What follows belongs to an exercise in optimizing a design on an open flow for small area, a short achievable clock period and few clock cycles; a production flow would make more cautious choices.
No functional check of the RTL was part of any run shown here.

## flow/design.v (module list and top-level ports; edited modules follow where they fit)
// module qsim_ctrl: 156 lines
// module real_mac: 1935 lines
// module imag_mac: 1951 lines
// module amp_writer: 75 lines
// module qsim_top: 153 lines
module qsim_top #(
  parameter int MAX_QUBITS = 4,
  parameter int MAX_GATES  = 4,
  localparam int MAX_N = 2 ** MAX_QUBITS,
  localparam int IN_AW = $clog2(MAX_N + 1),
  localparam int GT_AW = $clog2(MAX_GATES * MAX_N * MAX_N),
  localparam int SP_AW = MAX_QUBITS + 1
) (
  input  logic                  clk,
  input  logic                  reset_n,
  input  logic                  dut_valid,
  output logic                  dut_ready,
  output logic [IN_AW-1:0]      q_state_input_sram_read_address,
  input  qsim_pkg::word_t       q_state_input_sram_read_data,
  output logic [GT_AW-1:0]      q_gates_sram_read_address,
  input  qsim_pkg::word_t       q_gates_sram_read_data,
  output logic [SP_AW-1:0]      scratchpad_sram_read_address,
  input  qsim_pkg::word_t       scratchpad_sram_read_data,
  output logic                  scratchpad_sram_write_enable,
  output logic [SP_AW-1:0]      scratchpad_sram_write_address,
  output qsim_pkg::word_t       scratchpad_sram_write_data,
  output logic                  q_state_output_sram_write_enable,
  output logic [MAX_QUBITS-1:0] q_state_output_sram_write_address,
  output qsim_pkg::word_t       q_state_output_sram_write_data
);
  // ...
==> flow/flow/run.sh <==
#!/bin/bash
# Own layout flow: the standard ORFS flow (standard.sh) at the design's
# clock period and constraints, with these changes in how the layout is made:
#  * after the standard synthesis, flow/fa_polarity.py removes inverters
#    between full-adder cells (a full adder with all inputs and outputs
#    complemented is the same cell); registers are untouched;
#  * timing repair aims for SETUP_SLACK_MARGIN ns of setup slack on the worst
#    10% of endpoints (TNS_END_PERCENT 10), so the resizer works on the paths
#    that set the achieved period;
#  * port buffers are buf_2 instead of the default pick;
#  * clock tree synthesis adds no dummy loads and uses clkbuf_8 below the root.
# Each step's full output goes to its own log file in this folder.
set -euo pipefail

export SETUP_SLACK_MARGIN=${SETUP_SLACK_MARGIN:-9.0}
export TNS_END_PERCENT=10
export BUFFER_PORTS_ARGS="-buffer_cell sky130_fd_sc_hd__buf_2"
export CTS_ARGS="-sink_clustering_enable -repair_clock_nets -dont_use_dummy_load -buf_list sky130_fd_sc_hd__clkbuf_8 -root_buf sky130_fd_sc_hd__clkbuf_16"

RES=$(pwd)/orfs/results/$FLOW_PLATFORM/qsim_top/base

bash standard.sh "$RES/1_2_yosys.v" > log_synth.txt 2>&1
cp "$RES/1_2_yosys.v" 1_2_yosys_standard.v
python3 flow/fa_polarity.py 1_2_yosys_standard.v "$RES/1_2_yosys.v" > log_fa_polarity.txt 2>&1
bash standard.sh synth > log_synth_odb.txt 2>&1
bash standard.sh floorplan > log_floorplan.txt 2>&1
bash standard.sh place > log_place.txt 2>&1
bash standard.sh cts > log_cts.txt 2>&1
bash standard.sh route > log_route.txt 2>&1
bash standard.sh finish > log_finish.txt 2>&1
test -s out/final.def
==> flow/flow/fa_polarity.py <==
#!/usr/bin/env python3
"""Remove inverters around full-adder cells in a mapped sky130 netlist.

A full adder is self-dual: FA(~a, ~b, ~c) = (~sum, ~cout). Yosys's extract_fa
often picks the inverted form, which leaves inverters between the adders of a
multiplier tree. This pass chooses, for every fa cell, whether to use its
inputs and outputs as they are or all complemented, greedily lowering the
number of nets that need an inverted copy, and then rewires the inverters.
Registers and every other cell keep their names, types and connections.

usage: fa_polarity.py IN.v OUT.v
"""
import random
import re
import sys

CELL_RE = re.compile(r'^(\s*)(sky130_fd_sc_hd__\w+)\s+(\S+)\s*\((.*?)\);\s*$', re.S | re.M)
PIN_RE = re.compile(r'\.(\w+)\(([^()]*)\)')
OUT_PINS = {'X', 'Y', 'Q', 'Q_N', 'SUM', 'COUT', 'HI', 'LO'}
FA_IN = ('A', 'B', 'CIN')
FA_OUT = ('SUM', 'COUT')


def esc(n):
    # an escaped identifier ends at white space
    return n + " " if n.startswith("\\") else n


def is_inv(t):
    return re.match(r'sky130_fd_sc_hd__(clk)?inv_\d+$', t) is not None


def main(src, dst):
    text = open(src).read()
    if re.search(r'^\s*assign\s', text, re.M):
        # keep it simple: only netlists without assigns are rewritten
        open(dst, 'w').write(text)
        print("fa_polarity: assign statements present, netlist unchanged")
        return
    cells = []
    for m in CELL_RE.finditer(text):
        pins = [(p, n.strip()) for p, n in PIN_RE.findall(m.group(4))]
        cells.append({'type': m.group(2), 'name': m.group(3), 'pins': pins,
                      'span': m.span(), 'indent': m.group(1)})
    driver = {}
    loads = {}
    for ci, c in enumerate(cells):
        for p, n in c['pins']:
            if p in OUT_PINS:
                driver[n] = (ci, p)
            else:
                loads.setdefault(n, []).append((ci, p))
    # output ports count as fixed loads
    ports_out = set()
    for m in re.finditer(r'^\s*output\s+(\[[^\]]*\]\s*)?([^;]+);', text, re.M):
        for nm in m.group(2).split(','):
            ports_out.add(nm.strip())

    def port_load(n):
        base = n.split('[')[0].strip()
        return base in ports_out or n in ports_out

    fa = [ci for ci, c in enumerate(cells) if re.match(r'sky130_fd_sc_hd__fa_\d+$', c['type'])]
    fa_set = set(fa)
    XSWAP = {'sky130_fd_sc_hd__xor2_1': 'sky130_fd_sc_hd__xnor2_1',
             'sky130_fd_sc_hd__xnor2_1': 'sky130_fd_sc_hd__xor2_1'}
    xo = [ci for ci, c in enumerate(cells) if c['type'] in XSWAP]

    # roots: nets driven by a non-inverter (or undriven: inputs, constants)
    def root_of(n):
        d = driver.get(n)
        if d is not None and is_inv(cells[d[0]]['type']):
            a = dict(cells[d[0]]['pins'])['A']
            r, par = root_of(a)
            return r, par ^ 1
        return n, 0

    # a root is editable when its inverters are one level deep, feed only
    # ordinary cell pins, and neither the root nor an inverter output is a port
    inv_of = {}
    editable = {}
    for ci, c in enumerate(cells):
        if is_inv(c['type']):
            a = dict(c['pins'])['A']
            inv_of.setdefault(a, []).append(ci)

    def check_root(r):
        if r in editable:
            return editable[r]
        ok = True
        d = driver.get(r)
        if d is None or is_inv(cells[d[0]]['type']):
            ok = False
        for ci in inv_of.get(r, []):
            y = dict(cells[ci]['pins'])['Y']
            if port_load(y):
                ok = False
            for lc, lp in loads.get(y, []):
                if is_inv(cells[lc]['type']):
                    ok = False
        editable[r] = ok
        return ok

    # polarity-relevant roots: every FA input root and every FA output net
    roots = set()
    for ci in fa:
        pins = dict(cells[ci]['pins'])
        for p in FA_IN:
            roots.add(root_of(pins[p])[0])
        for p in FA_OUT:
            if p in pins:
                roots.add(pins[p])
    flippable = {}
    for ci in fa:
        pins = dict(cells[ci]['pins'])
        ok = all(check_root(root_of(pins[p])[0]) for p in FA_IN)
        ok = ok and all(check_root(pins[p]) for p in FA_OUT if p in pins)
        ok = ok and all(not port_load(pins[p]) for p in FA_OUT if p in pins)
        flippable[ci] = ok

    # for each editable root: its sinks as (cell, pin, parity)
    sinks = {}
    for r in roots:
        if not editable.get(r):
            continue
        lst = []
        for lc, lp in loads.get(r, []):
            if not is_inv(cells[lc]['type']):
                lst.append((lc, lp, 0))
        for ic in inv_of.get(r, []):
            y = dict(cells[ic]['pins'])['Y']
            for lc, lp in loads.get(y, []):
                lst.append((lc, lp, 1))
        sinks[r] = lst

    flip = {ci: 0 for ci in fa}
    drv_fa = {}
    for r in sinks:
        d = driver[r]
        drv_fa[r] = d[0] if d[0] in fa_set else None
    # an xor/xnor driving an editable root flips by becoming the other cell
    for ci in xo:
        pins = dict(cells[ci]['pins'])
        y = pins.get('X', pins.get('Y'))
        if y in sinks and not port_load(y):
            flip[ci] = 0
            flippable[ci] = True
            drv_fa[y] = ci

    def need(r, lc, par):
        v = par
        if drv_fa[r] is not None:
            v ^= flip[drv_fa[r]]
        if lc in fa_set:
            v ^= flip[lc]
        return v

    def cost(r):
        return 1 if any(need(r, lc, par) for lc, lp, par in sinks[r]) else 0

    touch = {ci: set() for ci in flip}
    for r, lst in sinks.items():
        if drv_fa[r] is not None:
            touch[drv_fa[r]].add(r)
        for lc, lp, par in lst:
            if lc in fa_set:
                touch[lc].add(r)

    before = sum(cost(r) for r in sinks)

    def descend():
        for _ in range(50):
            changed = 0
            for ci in cand:
                rs = touch[ci]
                c0 = sum(cost(r) for r in rs)
                flip[ci] ^= 1
                c1 = sum(cost(r) for r in rs)
                if c1 < c0:
                    changed += 1
                else:
                    flip[ci] ^= 1
            if not changed:
                break

    cand = [ci for ci in flip if flippable[ci] and all(r in sinks for r in touch[ci])]
    descend()
    best = dict(flip)
    best_cost = sum(cost(r) for r in sinks)
    rng = random.Random(1)
    for _ in range(200):
        for ci in cand:
            if rng.random() < 0.1:
                flip[ci] ^= 1
        descend()
        c = sum(cost(r) for r in sinks)
        if c < best_cost:
            best, best_cost = dict(flip), c
        else:
            flip.update(best)
    flip.update(best)
    after = sum(cost(r) for r in sinks)

    XSWAP_SET = set(ci for ci in xo if ci in flip)
    # rewrite connections
    newpins = {ci: dict(c['pins']) for ci, c in enumerate(cells)}
    order = {ci: [p for p, n in c['pins']] for ci, c in enumerate(cells)}
    delete = set()
    extra = []
    extra_wires = []
    nnew = 0
    for r, lst in sinks.items():
        invs = inv_of.get(r, [])
        inv_lst = [(lc, lp) for lc, lp, par in lst if need(r, lc, par)]
        pos_lst = [(lc, lp) for lc, lp, par in lst if not need(r, lc, par)]
        for lc, lp in pos_lst:
            newpins[lc][lp] = r
        if inv_lst:
            if invs:
                keep = invs[0]
                y = newpins[keep]['Y']
                for ic in invs[1:]:
                    delete.add(ic)
            else:
                nnew += 1
                y = f"fapol_n{nnew}"
                extra_wires.append(y)
                extra.append((f"fapol_i{nnew}", r, y))
            for lc, lp in inv_lst:
                newpins[lc][lp] = y
        else:
            for ic in invs:
                delete.add(ic)

    out = []
    pos = 0
    for ci, c in enumerate(cells):
        s, e = c['span']
        out.append(text[pos:s])
        pos = e
        if ci in delete:
            continue
        if ci in XSWAP_SET and flip.get(ci):
            # xor2 drives X, xnor2 drives Y
            o_old, o_new = ('X', 'Y') if 'X' in newpins[ci] else ('Y', 'X')
            newpins[ci][o_new] = newpins[ci].pop(o_old)
            order[ci] = [o_new if p == o_old else p for p in order[ci]]
            c = dict(c, type=XSWAP[c['type']])
        body = ",\n".join(f"{c['indent']}  .{p}({esc(newpins[ci][p])})" for p in order[ci])
        out.append(f"{c['indent']}{c['type']} {c['name']} (\n{body}\n{c['indent']});\n")
    out.append(text[pos:])
    res = "".join(out)
    if extra:
        decl = "".join(f"  wire {w};\n" for w in extra_wires)
        inst = "".join(f"  sky130_fd_sc_hd__inv_1 {n} (\n    .A({esc(a)}),\n    .Y({y})\n  );\n" for n, a, y in extra)
        idx = res.rindex("endmodule")
        res = res[:idx] + inst + res[idx:]
        m = re.search(r'^\s*wire\s', res, re.M)
        res = res[:m.start()] + "\n" + decl + res[m.start() + 1:]
    open(dst, 'w').write(res)
    print(f"fa_polarity: {len(fa)} full adders, {len(XSWAP_SET)} xor cells, {sum(flip.values())} flipped, "
          f"inverted nets {before} -> {after}, {len(delete)} inverters removed, {nnew} added")


if __name__ == "__main__":
    main(sys.argv[1], sys.argv[2])
==> flow/standard.sh <==
#!/bin/bash
# synth_recipe.tcl (not shown) runs the flow's synth.tcl, then flattens the netlist and writes it again
# the make line also repeats each setting of config.mk as NAME=value (left out here)
make -C /OpenROAD-flow-scripts/flow DESIGN_CONFIG=/design/flow/config.mk WORK_HOME=/design/flow/orfs CLKGATE_MAP_FILE= SYNTH_SCRIPT=/design/flow/synth_recipe.tcl "${@:-finish}"
==> flow/config.mk <==
export PLATFORM = sky130hd
export DESIGN_NAME = qsim_top
export DESIGN_NICKNAME = qsim_top
export VERILOG_FILES = /design/flow/design.v
export SDC_FILE = /design/flow/constraint.sdc
export NUM_CORES = 4
export LEC_CHECK = 0
export CAP_MARGIN = 20
export CORE_MARGIN = 2
export CORE_UTILIZATION = 60
export SLEW_MARGIN = 20
==> flow/constraint.sdc <==
create_clock -name core_clock -period 12.0 [get_ports {clk}]
set_input_delay 2.4000 -clock core_clock [delete_from_list [all_inputs] [get_ports {clk}]]
set_output_delay 2.4000 -clock core_clock [all_outputs]
set_load 0.01 [all_outputs]
==> run notes, run 1 <==
* Status: finished clean
* Most frequent cells in the layout: fa_1, xnor2_1, dfxtp_1, xor2_1, o22ai_1
* Post-DP HPWL at between 80,000 and 90,000 um
* Syn avg cell area at ~11 um^2
* Cts repair resizes at between 300 and 400
* Hold buffers post-CTS at 0
* Drt pass-1 iters at 6
* Routed length on met2 at between 50,000 and 60,000 um
* Clk sinks at about 540
* Final worst-path cycle share at 0.303
* Final setup vio count at 0
* Mapped cell area at about 40,000 um^2
* Dpl cell area at a little over 40,000 um^2
* Mapped Cells at between 3k and 4k
* FILL cells at ~4.9k
* DR WL met3 at ~11,000 um
* Largest stage delay, worst path at between 0.5 and 0.6 ns
* FF-to-FF Start: imag_mac_i.cut776
* DR top layer: met5
* Non-CTS buffers at between 400 and 500
* Dpl cells at between 4k and 5k
==> module qsim_ctrl, before the edit <==
module qsim_ctrl #(
  parameter int MAX_QUBITS = 4,
  parameter int MAX_GATES  = 4,
  localparam int MAX_N = 2 ** MAX_QUBITS,
  localparam int IN_AW = $clog2(MAX_N + 1),
  localparam int GT_AW = $clog2(MAX_GATES * MAX_N * MAX_N),
  localparam int SP_AW = MAX_QUBITS + 1
) (
  input  logic                  clk,
  input  logic                  reset_n,
  input  logic                  dut_valid,
  output logic                  dut_ready,
  output logic [IN_AW-1:0]      q_state_input_sram_read_address,
  input  qsim_pkg::word_t       q_state_input_sram_read_data,
  output logic [GT_AW-1:0]      q_gates_sram_read_address,
  output logic [SP_AW-1:0]      scratchpad_sram_read_address,
  output logic [MAX_QUBITS-1:0] n_m1,
  output logic [2:0]            m_reg,
  output logic                  use_in,
  output logic                  use_in_n,
  output logic [3:0]            acc_first,
  output logic                  row_done,
  input  logic                  job_done
);
  logic                  busy;
  logic                  job_active;
  logic                  job_active_nx;
  logic [GT_AW-1:0]      gate_addr_n;
  logic [GT_AW-1:0]      gate_addr_nx;
  logic                  hdr;
  logic [2:0]            q_reg;
  logic [MAX_QUBITS-1:0] col;
  logic [MAX_QUBITS-1:0] row;
  logic [2:0]            gate;
  logic [2:0]            stall;
  logic                  start;
  logic                  issue;
  logic                  row_end;
  logic                  gate_end;
  logic                  last_gate;
  logic                  first_t;
  logic [MAX_QUBITS-1:0] col_nx;
  logic [2:0]            gate_nx;
  logic [1:0]            f_p;
  logic [1:0]            f_n;
  logic [3:0]            f_o;
  logic [3:0]            last_d;
  assign n_m1 = ~({MAX_QUBITS{1'b1}} << q_reg);
  assign start     = !job_active && dut_valid && reset_n;
  assign job_active_nx = (job_active || start) && !job_done;
  assign issue     = busy && (stall == '0);
  assign row_end   = (col == n_m1) && !hdr;
  assign gate_end  = row_end && (row == n_m1);
  assign last_gate = (gate == m_reg - 1'b1);
  assign first_t   = issue && (col == '0);
  assign col_nx  = row_end ? '0 : col + 1'b1;
  always_comb
  begin
    gate_addr_nx = ~gate_addr_n;
    if (start)
      gate_addr_nx = '0;
    else if (issue)
      gate_addr_nx = (gate_end && last_gate) ? '0 : ~gate_addr_n + 1'b1;
    else if (!busy)
      gate_addr_nx = '0;
  end
  assign gate_nx = gate_end ? gate + 1'b1 : gate;
  always_ff @(posedge clk or negedge reset_n)
  begin
    if (!reset_n)
    begin
      job_active                      <= 1'b0;
      busy                            <= 1'b0;
      hdr                             <= 1'b0;
      q_reg                           <= '0;
      m_reg                           <= '0;
      col                             <= '0;
      row                             <= '0;
      gate                            <= '0;
      stall                           <= '0;
      use_in                          <= 1'b0;
      use_in_n                        <= 1'b1;
      f_p                             <= '0;
      f_n                             <= '1;
      f_o                             <= 4'b1010;
      last_d                          <= '0;
    end
    else
    begin
      f_p    <= {f_p[0], first_t};
      f_n    <= {f_n[0], ~first_t};
      f_o    <= {~f_p[1], f_p[1], f_n[1], ~f_n[1]};
      last_d <= {last_d[2:0], issue && row_end};
      use_in   <= (gate == '0);
      use_in_n <= (gate != '0);
      job_active <= job_active_nx;
      if (hdr)
      begin
        q_reg <= q_state_input_sram_read_data[qsim_pkg::WORD_W/2 +: 3];
        m_reg <= q_state_input_sram_read_data[0 +: 3];
      end
      if (start)
      begin
        busy <= 1'b1;
        hdr  <= 1'b1;
      end
      else if (issue)
      begin
        hdr <= 1'b0;
        col <= col_nx;
        if (row_end)
          row <= gate_end ? '0 : row + 1'b1;
        gate <= gate_nx;
        if (gate_end)
        begin
          if (last_gate)
          begin
            busy <= 1'b0;
            gate <= '0;
          end
          else
          begin
            stall <= (n_m1 == 4'd1) ? 3'd4 : (n_m1 == 4'd3) ? 3'd2 : 3'd0;
          end
        end
      end
      else if (busy)
      begin
        stall <= stall - 1'b1;
      end
    end
  end
  always_ff @(posedge clk)
  begin
    dut_ready <= !job_active_nx;
    gate_addr_n               <= ~gate_addr_nx;
    q_gates_sram_read_address <= gate_addr_nx;
    if (start)
    begin
      q_state_input_sram_read_address <= IN_AW'(1);
    end
    else if (issue)
    begin
      q_state_input_sram_read_address <= IN_AW'(col_nx) + IN_AW'(1);
      scratchpad_sram_read_address    <= {~gate_nx[0], col_nx};
      if (gate_end && last_gate)
        q_state_input_sram_read_address <= '0;
    end
    else if (!busy)
    begin
      q_state_input_sram_read_address <= '0;
    end
  end
  assign acc_first = {~f_o[3], f_o[2], ~f_o[1], f_o[0]};
  assign row_done  = last_d[3];
endmodule
==> run 2, diff against run 1 <==
--- a/flow/design.v
+++ b/flow/design.v
@@ -89,21 +89,11 @@
       row                             <= '0;
       gate                            <= '0;
       stall                           <= '0;
-      use_in                          <= 1'b0;
-      use_in_n                        <= 1'b1;
-      f_p                             <= '0;
-      f_n                             <= '1;
-      f_o                             <= 4'b1010;
       last_d                          <= '0;
     end
     else
     begin
-      f_p    <= {f_p[0], first_t};
-      f_n    <= {f_n[0], ~first_t};
-      f_o    <= {~f_p[1], f_p[1], f_n[1], ~f_n[1]};
       last_d <= {last_d[2:0], issue && row_end};
-      use_in   <= (gate == '0);
-      use_in_n <= (gate != '0);
       job_active <= job_active_nx;
       if (hdr)
       begin
@@ -143,6 +133,14 @@
   end
   always_ff @(posedge clk)
   begin
+    f_p <= {f_p[0], first_t};
+    f_n <= {f_n[0], ~first_t};
+    f_o <= {~f_p[1], f_p[1], f_n[1], ~f_n[1]};
+    use_in   <= (gate == '0);
+    use_in_n <= (gate != '0);
+  end
+  always_ff @(posedge clk)
+  begin
     dut_ready <= !job_active_nx;
     gate_addr_n               <= ~gate_addr_nx;
     q_gates_sram_read_address <= gate_addr_nx;
--- a/flow/flow/run.sh
+++ b/flow/flow/run.sh
@@ -4,18 +4,18 @@
 #  * after the standard synthesis, flow/fa_polarity.py removes inverters
 #    between full-adder cells (a full adder with all inputs and outputs
 #    complemented is the same cell); registers are untouched;
-#  * timing repair aims for SETUP_SLACK_MARGIN ns of setup slack on the worst
-#    10% of endpoints (TNS_END_PERCENT 10), so the resizer works on the paths
-#    that set the achieved period;
+#  * timing repair aims for SETUP_SLACK_MARGIN ns of setup slack, worst path
+#    only (TNS_END_PERCENT 0), so the resizer works on the paths that set the
+#    achieved period;
 #  * port buffers are buf_2 instead of the default pick;
-#  * clock tree synthesis adds no dummy loads and uses clkbuf_8 below the root.
+#  * clock tree synthesis adds no dummy loads.
 # Each step's full output goes to its own log file in this folder.
 set -euo pipefail
 
 export SETUP_SLACK_MARGIN=${SETUP_SLACK_MARGIN:-9.0}
-export TNS_END_PERCENT=10
+export TNS_END_PERCENT=0
 export BUFFER_PORTS_ARGS="-buffer_cell sky130_fd_sc_hd__buf_2"
-export CTS_ARGS="-sink_clustering_enable -repair_clock_nets -dont_use_dummy_load -buf_list sky130_fd_sc_hd__clkbuf_8 -root_buf sky130_fd_sc_hd__clkbuf_16"
+export CTS_ARGS="-sink_clustering_enable -repair_clock_nets -dont_use_dummy_load"
 
 RES=$(pwd)/orfs/results/$FLOW_PLATFORM/qsim_top/base
 
==> run 2 against run 1 <==
Clock-buffer cell count shrank 33. Via count decreased by 6.0%. Worst hold slack got worse by 0.023 ns. Clock skew grew 0.0072 ns. Sequential cell count is the same. Sequential share of layout area is 1.5 points higher. Critical path type unchanged.
==> run notes, run 2 <==
* Final worst-path cycle share at 0.309 (+0.00583)
* Initial Util at 0.604
* FMAX at 270 MHz
* Drt pass-1 iters at 7 (+1)
* Register-to-Register Path Depth at 7
* Utilization after layout at 0.645
* Crit. End Element: flop
* Setup TNS Final at 0 ns
* CTS tree: built
* Clk sinks at 537 (unchanged)
* Critical path startpoint category: flop
* Final setup vio count at 0 (unchanged)
* RSZ-0062 raised after global routing: yes
* First-pass GRT wire length at between 150,000 and 200,000 um
* PortBufs at 194
* DRT iter0 DRCs at ~2.7k
* RR Endpoint: imag_mac_i.cut780
* H-Tree Depth at 2
* Kind of critical path: flop to flop
* HP Class: flop to flop
* Area Growth Syn to Fin at 6.80%
* Top flop regs: state_a: 32 flops, state_b: 32 flops, writer_i.word_q: 32 flops
* Most frequent cells in the layout: fa_1, xnor2_1, dfxtp_1, o22ai_1, a22oi_1
* I/O Pins at approximately 200
* Num CTS Buffers at around 60
* Number of global-route vias before repair at 29.2k
* Sequence of cells on the critical path: o22ai_1 -> xnor2_1 -> fa_1 -> fa_1 -> fa_1 -> fa_1 -> fa_1
* Gpl congestion at 0.943
* Status: finished clean
* Slew @ Worst Pin at around 1.2 ns
* Max-slew headroom at 0.228
* Fin nets at around 4.4k
* Mapped Cells at 3,756 (-0.48%)
* GRT Total Usage at 0.329
* Total of max-cap violations at 0
* Clock slew at reported path FFs at around 0.06 ns
* Setup Skew at 0.0812 ns
* Arrival time at the worst endpoint at between 4 and 5 ns
* Max-slew violations at 0
* Post-DP HPWL at 84,200 um (-0.43%)
* Overflow after GRT at 0
* Chip width at 261 um
* DIE AREA at 68,100 um^2
* Area of the core at 65,600 um^2
* Final Hold Viols at 0
* Share of cells above drive strength 1 at 0.134
* Slowest stage cell, crit path: fa_1
* Fin crit period at approximately 3.7 ns
* ANT nets after route at 0
* CTS root buffer: clkbuf_16
* Bufs on Longest Clock Path at 3
* Worst-skew pair later-pin latency at 0.66 ns
* FF-to-FF Start: state_b[15]
* WP data required at ~12 ns
* CP Launch Point: state_b[15]
* # rows at 94
* Largest stage delay, worst path at 0.56 ns (+0.05 ns)
* Crit Path Max Fanout at 16
* Vias per inst at ~6
* Initial antenna violation count at 14
* Mapped cell area at 39,600 um^2 (-0.16%)
* R2R setup slack at 8.29 ns
* Syn avg cell area at 10.6 um^2 (+0.32%)
* Commonest non-fill, non-tap cell in the layout: fa_1
* Most frequent CP cell: fa_1
* Routed WL at 110,000 um
* Via Count at between 20k and 30k
* Pin count of the biggest net entering global routing at 38
* Wire per inst at around 24 um
* Critical Path Sink: imag_mac_i.cut780
* Syn. warnings at 5
* Mapped Nets at 4,506
* Die Span Y at roughly 260 um
* Post-route DRC at 0
[run 2: critical path, delay by kind of cell (launching register included)]
kind                       cells  cell delay [ns]
AOI/OAI and AO/OA              1             0.16
xor gates and xnor gates       1             0.29
adders and majority gates      5             2.60
DFF                            1             0.54
[run 2: metal layers]
metal / vias up / wire [um] / track usage
met2: 1345 / 50300 / 0.522
li1: 12478 / - / -
met3: 253 / 9670 / 0.0663
met5: - / 72 / 0
met1: 13968 / 45300 / 0.451
met4: 10 / 4620 / 0.122
[run 2: worst min path at each step]
stage                     to  cells after the start           from  slack (ns)
3_3_place_gp   ctrl_i.f_p[1]                      0  ctrl_i.f_p[0]        0.31
4_1_cts        ctrl_i.f_n[1]                      0  ctrl_i.f_n[0]        0.33
6_report       ctrl_i.f_n[1]                      0  ctrl_i.f_n[0]        0.32
3_5_place_dp   ctrl_i.f_n[1]                      0  ctrl_i.f_n[0]        0.31
5_1_grt        ctrl_i.f_p[1]                      0  ctrl_i.f_p[0]        0.33
2_1_floorplan  ctrl_i.f_n[1]                      0  ctrl_i.f_n[0]        0.31
[run 2: final cells by class]
| cell class | instances | area [um^2] |
|---|---|---|
| well taps | 864 | 1080 |
| flip-flops and latches | 537 | 11200 |
| multi-input cells | 2668 | 26600 |
| clock buffers | 59 | 1480 |
| fillers | 5275 | 23300 |
| diodes | 7 | 17.5 |
| inverters | 179 | 701 |
| repair buffers | 230 | 1250 |
[run 2: metrics by stage]
stage	instance area, um^2	hold slack, ns	instances	worst slack (ns)
2_1_floorplan	39900	0.310	3756	8.42
3_3_place_gp	40400	0.313	4468	7.30
3_5_place_dp	40400	0.313	4468	7.15
4_1_cts	42300	0.326	4535	8.29
5_1_grt	42300	0.327	4538	8.17
6_report	42300	0.324	4544	8.29
[run 2: timing repair]
| item | in CTS | in global routing |
|---|---|---|
| gates resized for setup | 177 | 13 |
| setup buffers | 8 | 2 |
| hold buffers | 0 | 0 |
| endpoints found under the setup margin | 302 | 296 |
| pin swaps | 9 | 8 |
==> run 3, diff against run 2 <==
--- a/flow/flow/run.sh
+++ b/flow/flow/run.sh
@@ -12,7 +12,7 @@
 # Each step's full output goes to its own log file in this folder.
 set -euo pipefail
 
-export SETUP_SLACK_MARGIN=${SETUP_SLACK_MARGIN:-9.0}
+export SETUP_SLACK_MARGIN=${SETUP_SLACK_MARGIN:-8.5}
 export TNS_END_PERCENT=0
 export BUFFER_PORTS_ARGS="-buffer_cell sky130_fd_sc_hd__buf_2"
 export CTS_ARGS="-sink_clustering_enable -repair_clock_nets -dont_use_dummy_load"
==> run 3 against run 2 <==
Still clean on timing, DRC and antenna. Global-route usage is 0.44 points lower. Worst hold slack better by 0.0020 ns. Synthesized area unchanged. Via count up 1.1%. Largest cell class unchanged.
==> run notes, run 3 <==
* Mapped Cells at 3,756 (unchanged)
* Setup TNS Final at 0 ns (unchanged)
* Fin worst setup slack at 8.32 ns (+0.0258 ns)
* Max-slew headroom at 0.231 (+0.00293)
* HP Class: flop to flop
* PortBufs at 194 (unchanged)
* Num CTS Buffers at 58 (-1.7%)
* Setup Skew at 0.0747 ns (-0.00656 ns)
* Final Hold Viols at 0 (unchanged)
* ANT nets after route at 0 (unchanged)
* Initial Util at 0.604 (unchanged)
* Mapped Nets at 4,506 (unchanged)
* Initial antenna violation count at 9 (-5)
* Max-slew violations at 0 (unchanged)
* Status: finished clean
* Clock slew at reported path FFs at 0.06 ns (about the same)
* Clk sinks at 537 (unchanged)
* Most frequent CP cell: fa_1
* Final setup vio count at 0 (unchanged)
* RSZ-0062 raised after global routing: yes
* Number of global-route vias before repair at 29.3k (+0.021%)
* Commonest non-fill, non-tap cell in the layout: fa_1
* Total of max-cap violations at 0 (unchanged)
* Slew @ Worst Pin at 1.15 ns (-0.00439 ns)
* Crit Path Max Fanout at 16 (unchanged)
* Final worst-path cycle share at 0.307 (-0.00215)
* Min Hold Slack at 0.326 ns (+0.00203 ns)
* Buffers & Inverters on Critical Path at 0 (unchanged)
* Wire per inst at 24.0 um (-0.68%)
* Most frequent cells in the layout: fa_1, xnor2_1, dfxtp_1, o22ai_1, a22oi_1
* Bufs on Longest Clock Path at 3 (unchanged)
* Routed WL at 110,000 um (-0.35%)
* RR Endpoint: real_mac_i.cut759
* Fin crit period at 3.68 ns (-0.0258 ns)
* Pin count of the biggest net entering global routing at 38 (unchanged)
* CTS tree: built
* Post-route DRC at 0 (unchanged)
* Largest stage delay, worst path at 0.94 ns (+0.38 ns)
* Arrival time at the worst endpoint at 4.13 ns (-0.06 ns)
* WP data required at 12.45 ns (-0.03 ns)
* Via Count at 28.4k (+1.1%)
* Post-DP HPWL at 83,100 um (-1.3%)
* Worst-skew pair later-pin latency at 0.64 ns (-0.02 ns)
* DIE AREA at 68,100 um^2 (unchanged)
* Area of the core at 65,600 um^2 (unchanged)
* Overflow after GRT at 0 (unchanged)
* Share of cells above drive strength 1 at 0.139 (+0.00565)
* DRT iter0 DRCs at 2,516 (-7.9%)
* Mapped cell area at 39,600 um^2 (unchanged)
* Fin nets at 4,441 (+0.36%)
* Cell count of the worst hold path at 0 (unchanged)
* FF-to-FF Start: state_a[4]
* # rows at 94 (unchanged)
* Place WS at 7.19 ns (+0.0371 ns)
* Dpl cell area at 40,400 um^2 (about the same)
* CP delay by family, top: adder cells
* Vias per inst at 6.22 (+0.77%)
* Hold buffers post-CTS at 0 (unchanged)
* FMAX at 272 MHz (+0.70%)
* Worst Hold End: ctrl_i.f_p[1]
* Chip width at 261 um (unchanged)
* Kind of critical path: flop to flop
* Drt pass-1 iters at 6 (-1)
* I/O Pins at 195 (unchanged)
* FILL cells at 5,286 (+0.21%)
* R2R setup slack at 8.32 ns (+0.03 ns)
* Area Growth Syn to Fin at 7.31%
* Crit. End Element: flop
* Syn. warnings at 5 (unchanged)
* HP Start: ctrl_i.f_p[0]
* Die Span Y at 261 um (unchanged)
* Sequence of cells on the critical path: a22oi_1 -> xor2_1 -> fa_1 -> fa_1 -> fa_1 -> fa_1
* Register-to-Register Path Depth at 6 (-1)
* Slowest stage cell, crit path: dfxtp_1
* First-pass GRT wire length at 170,000 um (-1.4%)
* H-Tree Depth at 2 (unchanged)
* Fin area at 42,500 um^2 (+0.48%)
* Critical path startpoint category: flop
* Gpl congestion at 0.955 (+1.3%)
* CTS root buffer: clkbuf_16
* Top flop regs: state_a: 32 flops, state_b: 32 flops, writer_i.word_q: 32 flops
* Syn avg cell area at 10.6 um^2 (unchanged)
* GRT Total Usage at 0.325 (-0.00436)
run 3: through the flow:
step	utilization	cells
final	0.648	4559
after global routing	0.648	4555
after CTS	0.645	4547
after detailed placement	0.615	4467
after global placement	0.615	4467
after floorplan	-	3756
run 3: worst reg2reg max path, cell delays in order (launching register included):
cell	delay, ns
dfxtp_1	0.94
a22oi_1	0.25
xor2_1	0.21
fa_1	0.62
fa_1	0.45
fa_1	0.51
fa_1	0.50
run 3: layout make-up:
cell class / count / area, um^2 / area share
multi-input cells: 2668 / 26600 / 0.625
flip-flops and latches: 537 / 11300 / 0.266
clock buffers: 58 / 1450 / 0.0341
repair buffers: 247 / 1380 / 0.0324
well taps: 864 / 1080 / 0.0254
inverters: 179 / 696 / 0.0164
diodes: 6 / 15.0 / 0.000353
run 3: timing repair:
action                     4_1_cts  5_1_grt
cloned                           0        0
pin swaps                        8       17
setup endpoints to repair      204      175
hold endpoints to repair         0        0
resized for setup              188       41
buffers inserted                22        6
run 3: worst max-delay path by stage:
stage                       from                    end  slack, ns  cells past startpoint
3_3_place_gp             reset_n  ctrl_i.gate_addr_n[2]       7.32                      6
6_report              state_a[4]      real_mac_i.cut759       8.32                      6
2_1_floorplan            reset_n        ctrl_i.stall[1]       8.42                      6
5_1_grt              state_a[23]      real_mac_i.cut759       8.21                      7
4_1_cts        real_mac_i.cut779  real_mac_i.acc_hi[18]       8.32                     11
3_5_place_dp             reset_n  ctrl_i.gate_addr_n[9]       7.19                      6
run 3: per-layer routing:
layer / part of all wire / GRT usage
met1: 0.41 / 0.444
met2: 0.45 / 0.509
met3: 0.090 / 0.0732
met4: 0.042 / 0.123
met5: 0.00030 / 0
==> run 4, diff against run 3 <==
--- a/flow/flow/run.sh
+++ b/flow/flow/run.sh
@@ -13,7 +13,7 @@
 set -euo pipefail
 
 export SETUP_SLACK_MARGIN=${SETUP_SLACK_MARGIN:-8.5}
-export TNS_END_PERCENT=0
+export TNS_END_PERCENT=100
 export BUFFER_PORTS_ARGS="-buffer_cell sky130_fd_sc_hd__buf_2"
 export CTS_ARGS="-sink_clustering_enable -repair_clock_nets -dont_use_dummy_load"
 
==> run 4 against run 3 <==
Die area unchanged. Worst hold slack about the same. First-iteration DRC count increased by 8.5%. Clock skew increased by 0.038 ns. Critical path depth increased by 2. Core utilization increased by 4.2 points. Sequential cell count unchanged. Critical endpoint is now real_mac_i.cut765.
==> run notes, run 4 <==
* Routed WL at 119,000 um (+8.2%)
* Initial antenna violation count at 14 (+5)
* RSZ-0062 raised after global routing: yes
* Setup TNS Final at 0 ns (unchanged)
* FF-to-FF Start: gr_neg_a[2]
* Final worst-path cycle share at 0.307 (about the same)
* Final setup vio count at 0 (unchanged)
* Max-slew violations at 0 (unchanged)
* DIE AREA at 68,100 um^2 (unchanged)
* Top flop regs: state_a: 32 flops, state_b: 32 flops, writer_i.word_q: 32 flops
* Die Span Y at 261 um (unchanged)
* Setup Skew at 0.113 ns (+0.0379 ns)
* Kind of critical path: flop to flop
* Commonest non-fill, non-tap cell in the layout: fa_1
* Max-slew headroom at 0.315 (+0.0848)
* Arrival time at the worst endpoint at 4.20 ns (+0.07 ns)
* # rows at 94 (unchanged)
* Hold buffers post-CTS at 0 (unchanged)
* Syn avg cell area at 10.6 um^2 (unchanged)
* Mapped Cells at 3,756 (unchanged)
* Via Count at 29.7k (+4.6%)
* ANT nets after route at 0 (unchanged)
* WP data required at 12.52 ns (+0.07 ns)
* DRT iter0 DRCs at 2,729 (+8.5%)
* Utilization after layout at 0.690 (+0.0419)
* Clk sinks at 537 (unchanged)
* Bufs on Longest Clock Path at 3 (unchanged)
* Mapped cell area at 39,600 um^2 (unchanged)
* FMAX at 272 MHz (about the same)
* Total of max-cap violations at 0 (unchanged)
* Most frequent cells in the layout: fa_1, xnor2_1, dfxtp_1, o22ai_1, xor2_1
* Status: finished clean
* Worst-skew pair later-pin latency at 0.69 ns (+0.05 ns)
* CTS root buffer: clkbuf_16
* Fin crit period at 3.68 ns (-0.00270 ns)
* Final Hold Viols at 0 (unchanged)
* Fin nets at 4,625 (+4.1%)
* CP Launch Point: gr_neg_a[2]
* Area Growth Syn to Fin at 14.2%
* Initial Util at 0.604 (unchanged)
* Area of the core at 65,600 um^2 (unchanged)
* Crit. End Element: flop
* Number of global-route vias before repair at 30.5k (+4.4%)
* CTS tree: built
* PortBufs at 194 (unchanged)
* Wire per inst at 25.0 um (+4.0%)
* Share of cells above drive strength 1 at 0.240 (+0.101)
* Drt pass-1 iters at 6 (unchanged)
* Slew @ Worst Pin at 1.03 ns (-0.126 ns)
* GRT Total Usage at 0.346 (+0.0209)
* Gpl congestion at 0.952 (-0.31%)
* Critical path startpoint category: flop
* Vias per inst at 6.26 (+0.55%)
* H-Tree Depth at 2 (unchanged)
* Chip width at 261 um (unchanged)
* Syn. warnings at 5 (unchanged)
* Overflow after GRT at 0 (unchanged)
* Post-DP HPWL at 84,300 um (+1.5%)
* Crit Path Max Fanout at 6 (-10)
* Mapped Nets at 4,506 (unchanged)
* I/O Pins at 195 (unchanged)
* Post-route DRC at 0 (unchanged)
* Clock slew at reported path FFs at 0.06 ns (about the same)
* HP Start: ctrl_i.f_p[0]
* First-pass GRT wire length at 180,000 um (+5.9%)
* Pin count of the biggest net entering global routing at 38 (unchanged)
* Num CTS Buffers at 57 (-1.7%)
* HP Class: flop to flop
==> run 4: layer usage <==
metal	wire (um)	GRT usage	up-vias	part of all wire
met5	74	0	-	0.00062
met3	11400	0.0806	377	0.096
met1	47200	0.458	14848	0.40
met2	53700	0.546	1579	0.45
met4	6190	0.151	12	0.052
li1	-	-	12862	-
==> run 4: critical path: stages (launching register included) <==
cell and delay (ns):
dfxtp_4 0.36, clkinvlp_4 0.09, buf_4 0.18, xor2_1 0.17
fa_1 0.54, fa_2 0.51, fa_2 0.60, fa_2 0.47
fa_2 0.58
==> run 4: timing repair <==
action / in CTS / in global routing
setup buffers: 145 / 64
gates resized for setup: 382 / 181
endpoints found under the setup margin: 167 / 157
pin swaps: 123 / 122
==> run 4: final timing paths <==
path / to / slack [ns] / depth (start not counted)
max: real_mac_i.cut765 / 8.32 / 8
min: ctrl_i.f_p[1] / 0.33 / 0
max reg2reg: real_mac_i.cut765 / 8.32 / 8
min reg2reg: ctrl_i.f_p[1] / 0.33 / 0
max in group asynchronous: ctrl_i.row[2] / 10.19 / 1
min in group asynchronous: writer_i.wr_row[1] / 1.58 / 1
==> run 4: final cells by class <==
type	count	area, um^2
diodes	7	17.5
inverters	179	706
flip-flops and latches	537	11400
fillers	4832	20300
multi-input cells	2668	27500
clock buffers	57	1430
well taps	864	1080
repair buffers	432	3120
==> run 4: through the flow <==
stage,instance area (um^2),hold slack (ns),setup slack (ns),cells
floorplan,40200,0.310,8.42,3756
global placement,40400,0.312,7.30,4471
detailed placement,40400,0.313,7.11,4471
CTS,44000,0.327,8.35,4673
global route,45300,0.330,8.29,4743
finish,45300,0.325,8.32,4744

## static timing again, ports no longer ideal
The results above use ideal ports. As a check the final layouts listed here were re-extracted and re-timed, cells and wires unchanged.
Step 1, drivers: a clkbuf_16 drives clk and a buf_2 each remaining input, both assumed.
Step 2 times the ports against the registers' clock, not the clock port: input delays grow and output delays shrink by t, the midpoint of the rising clock arrivals with the driver on.
Three values: no drivers, after step 1, after step 2; two values: the first two.
| run | t, ns | setup slack, ns | clock arrival spread, ns | worst slew at a driven data input, ns | pins driven straight from the clock port |
|---|---|---|---|---|---|
| run 1 | 0.649 | 8.363 / 8.345 / 8.218 | 0.085 / 0.085 | 0.14 | 1 |
| run 2 | 0.690 | 8.294 / 8.294 / 7.825 | 0.082 / 0.082 | 0.15 | 1 |
| run 3 | 0.669 | 8.319 / 8.319 / 7.818 | 0.075 / 0.076 | 0.16 | 1 |
| run 4 | 0.696 | 8.322 / 8.322 / 7.913 | 0.115 / 0.115 | 0.17 | 1 |
After both steps setup and hold are still met in every run listed. The setup slack of run 3, which loses most, moves by 0.000 ns with the drivers and by -0.501 ns with both steps.
